What follows belongs to an exercise in optimizing a design on an open flow for small area, a short achievable clock period and few clock cycles per item; a production flow would make more cautious choices.
At most, simulation tests tie the RTL to the original design; equivalence was not proved.

## v28
==> flow/design.v (excerpt) <==
module softsign_activation_top (
  input  logic                           clk,
  input  logic                           rst_n,
  input  logic                           in_tvalid,
  output logic                           in_tready,
  input  logic [ssa_pkg::SAMPLE_W-1:0]   in_tdata,
  output logic                           out_tvalid,
  input  logic                           out_tready,
  output logic [ssa_pkg::RESULT_W-1:0]   out_tdata,
  input  logic                           cfg_psel,
  input  logic                           cfg_penable,
  input  logic                           cfg_pwrite,
  input  logic [ssa_pkg::CFG_ADDR_W-1:0] cfg_paddr,
  input  logic [ssa_pkg::CFG_DATA_W-1:0] cfg_pwdata,
  output logic [ssa_pkg::CFG_DATA_W-1:0] cfg_prdata,
  output logic                           cfg_pready
);
Size: about 6800 cells after synthesis, ~1100 flip-flops, roughly 0.065 mm^2 of cells after synthesis.
Settings: LEC_CHECK=0, ABC_AREA=1, CAP_MARGIN=20, CORE_MARGIN=2, CORE_UTILIZATION=40, SETUP_SLACK_MARGIN=3.0, SLEW_MARGIN=20; clock period 6.5 ns.
run.sh (not shown) runs the stock make flow with config.mk's settings and CLKGATE_MAP_FILE= SYNTH_SCRIPT=/design/flow/synth_recipe.tcl, a recipe that flattens the netlist after the stock synthesis.
Testbench counts of v28, summed over its fixed seeds: cycles 16,288, items 16,000.
Here is what was changed in the inputs of v36 compared with v28.
# v28
export LEC_CHECK = 0
export ABC_AREA = 1
export CAP_MARGIN = 20
export CORE_MARGIN = 2
export CORE_UTILIZATION = 40
export SETUP_SLACK_MARGIN = 3.0
export SLEW_MARGIN = 20
create_clock -name core_clock -period 6.5 [get_ports {clk}]
# v36
export LEC_CHECK = 0
export CAP_MARGIN = 20
export CORE_MARGIN = 2
export CORE_UTILIZATION = 65
export PLACE_DENSITY = 0.75
export SETUP_SLACK_MARGIN = 2.5
export SLEW_MARGIN = 20
create_clock -name core_clock -period 6.5 [get_ports {clk}]
## What came out
Shortest period the worst path allows was higher in the run labelled v36.
Taking v28 as the reference, in v36 detailed-routing wirelength on met1 moved down, worst setup slack moved down, final cycle utilization of the critical path moved up, buffer depth of the longest clock path level.
v28 has higher area added between synthesis and finish than v36.


Setup of 10-11:
Another version of the RTL of softsign_activation_top (not shown whole).
For scale: roughly 4500 cells after synthesis, roughly 110 I/O pins.
==> flow/config.mk <==
export PLATFORM = sky130hd
export DESIGN_NAME = softsign_activation_top
export DESIGN_NICKNAME = softsign_activation_top
export VERILOG_FILES = /design/flow/design.v
export SDC_FILE = /design/flow/constraint.sdc
export NUM_CORES = 4
export LEC_CHECK = 0
export ABC_CLOCK_PERIOD_IN_PS = 3500
export CAP_MARGIN = 20
export CORE_MARGIN = 2
export CORE_UTILIZATION = 40
export SETUP_SLACK_MARGIN = 3.0
export SLEW_MARGIN = 20
==> flow/constraint.sdc <==
create_clock -name core_clock -period 6.5 [get_ports {clk}]
set_input_delay 1.3000 -clock core_clock [delete_from_list [all_inputs] [get_ports {clk}]]
set_output_delay 1.3000 -clock core_clock [all_outputs]
set_load 0.01 [all_outputs]
10-11 finished all stages; the layout is clean.
Edits applied to the flow inputs when going from 10-11 to 03-08:
diff --git a/flow/config.mk b/flow/config.mk
--- a/flow/config.mk
+++ b/flow/config.mk
@@ -6,8 +6,6 @@
 export NUM_CORES = 4
 export LEC_CHECK = 0
-export ABC_CLOCK_PERIOD_IN_PS = 3500
 export CAP_MARGIN = 20
 export CORE_MARGIN = 2
 export CORE_UTILIZATION = 40
-export SETUP_SLACK_MARGIN = 3.0
 export SLEW_MARGIN = 20
| worst setup slack | 03-08 vs 10-11 | 540 ps lower |. The worst endpoint required time of 10-11 and that of 03-08 are within noise of each other.
No run of this note included a check of the RTL's function; only the layout flow was run.


Another version of the RTL of softsign_activation_top (not shown whole).
For scale: ~6500 cells after synthesis, ~1100 flip-flops, ~110 I/O pins, about 63000 um^2 of cells after synthesis.
==> flow/design.v (excerpt) <==
module softsign_activation_top (
  input  logic                           clk,
  input  logic                           rst_n,
  input  logic                           in_tvalid,
  output logic                           in_tready,
  input  logic [ssa_pkg::SAMPLE_W-1:0]   in_tdata,
  output logic                           out_tvalid,
  input  logic                           out_tready,
  output logic [ssa_pkg::RESULT_W-1:0]   out_tdata,
  input  logic                           cfg_psel,
  input  logic                           cfg_penable,
  input  logic                           cfg_pwrite,
  input  logic [ssa_pkg::CFG_ADDR_W-1:0] cfg_paddr,
  input  logic [ssa_pkg::CFG_DATA_W-1:0] cfg_pwdata,
  output logic [ssa_pkg::CFG_DATA_W-1:0] cfg_prdata,
  output logic                           cfg_pready
);
make LEC_CHECK=0 ABC_AREA=1 CAP_MARGIN=20 CORE_MARGIN=2 CORE_UTILIZATION=40 SETUP_SLACK_MARGIN=3.5 SLEW_MARGIN=20 finish   # period 6.5 ns
The baseline finished with timing, DRC and antenna clean.
Testbench counts at the start, summed over its fixed seeds: cycles 16,288, items 16,000.
Rerun with:
ABC_AREA = not set   (was 1)
SETUP_SLACK_MARGIN = 2.5   (was 3.5)
Outcome:
- area after synthesis went down by 3.9%
- first-iteration DRC count went down by 55%
- die area drops by 3.8%
- global-route usage drops by 4.2 points
- cell area went down by 5.6%
- flip-flop and latch count is unchanged
- non-clock buffer count goes down by 81
- utilization went down by 0.79 points
Rerun with:
SETUP_SLACK_MARGIN = 3.25   (was 2.5)
Setup slack improved by 0.26 ns.
Critical path depth climbs by 2.
Design area grows by 11%.
Worst hold slack barely changes.
Maximum frequency grows by 6.9%.
First-iteration DRC count is higher by 7.4%.
Global-route usage rose by 1.4 points.
Rerun with:
CTS_BUF_LIST = sky130_fd_sc_hd__clkbuf_4 sky130_fd_sc_hd__clkbuf_8   (was not set)
CTS_CLUSTER_SIZE = 30   (was not set)
SETUP_SLACK_MARGIN = 3.0   (was 3.25)
Final area falls by 5.4%.
Count of clock-buffer cells in the layout rises by 104.
Critical path depth stays the same.
Core utilization falls by 2.7 points.
Routed wire length falls by 4.7%.
Non-clock buffer count falls by 196.
Rerun with:
ABC_AREA = 1   (was not set)
CTS_BUF_LIST = not set   (was sky130_fd_sc_hd__clkbuf_4 sky130_fd_sc_hd__clkbuf_8)
CTS_CLUSTER_SIZE = not set   (was 30)
SETUP_SLACK_MARGIN = 4.0   (was 3.0)
Outcome:
- hold slack is better by 0.0038 ns
- cell count is higher by 31%
- first-iteration DRC count is higher by 110%

## what the ideal ports hide
No port has a modelled driver above. Below, the same layouts with a new extraction and two added sets of constraints.
Step 1 (the two cells are an assumption about what drives the block):
set clk [get_ports {clk}]
set_driving_cell -lib_cell sky130_fd_sc_hd__clkbuf_16 $clk
set_driving_cell -lib_cell sky130_fd_sc_hd__buf_2 [delete_from_list [all_inputs] $clk]
Step 2 also shifts input and output timing later by t, the mid clock arrival at the registers, as if the neighbouring blocks saw the same clock.
Three values: ideal ports, drivers, drivers and shift; two values: the first two.
run | t, ns | slack for setup (ns) | slew at the worst register clock pin (ns)
v28 | 0.784 | 3.175 / 3.175 / 3.009 | 0.07 / 0.07
v36 | 0.753 | 2.617 / 2.617 / 2.508 | 0.06 / 0.06
10-11 | 0.688 | 0.850 / 0.850 / 0.850 | 0.06 / 0.06
03-08 | 0.690 | 0.305 / 0.305 / 0.305 | 0.06 / 0.06
the first run of note 3 | 0.807 | 3.334 / 3.334 / 3.015 | 0.07 / 0.07
the second run of note 3 | 0.790 | 2.521 / 2.521 / 2.348 | 0.07 / 0.07
the third run of note 3 | 0.799 | 2.779 / 2.779 / 2.593 | 0.07 / 0.07
the fourth run of note 3 | 0.919 | 2.810 / 2.810 / 2.368 | 0.07 / 0.07
the fifth run of note 3 | 0.811 | 3.383 / 3.383 / 3.339 | 0.07 / 0.07
After both steps setup and hold are still met in every run listed. The setup slack of the fourth run of note 3, which loses most, moves by 0.000 ns with the drivers and by -0.442 ns with both steps.
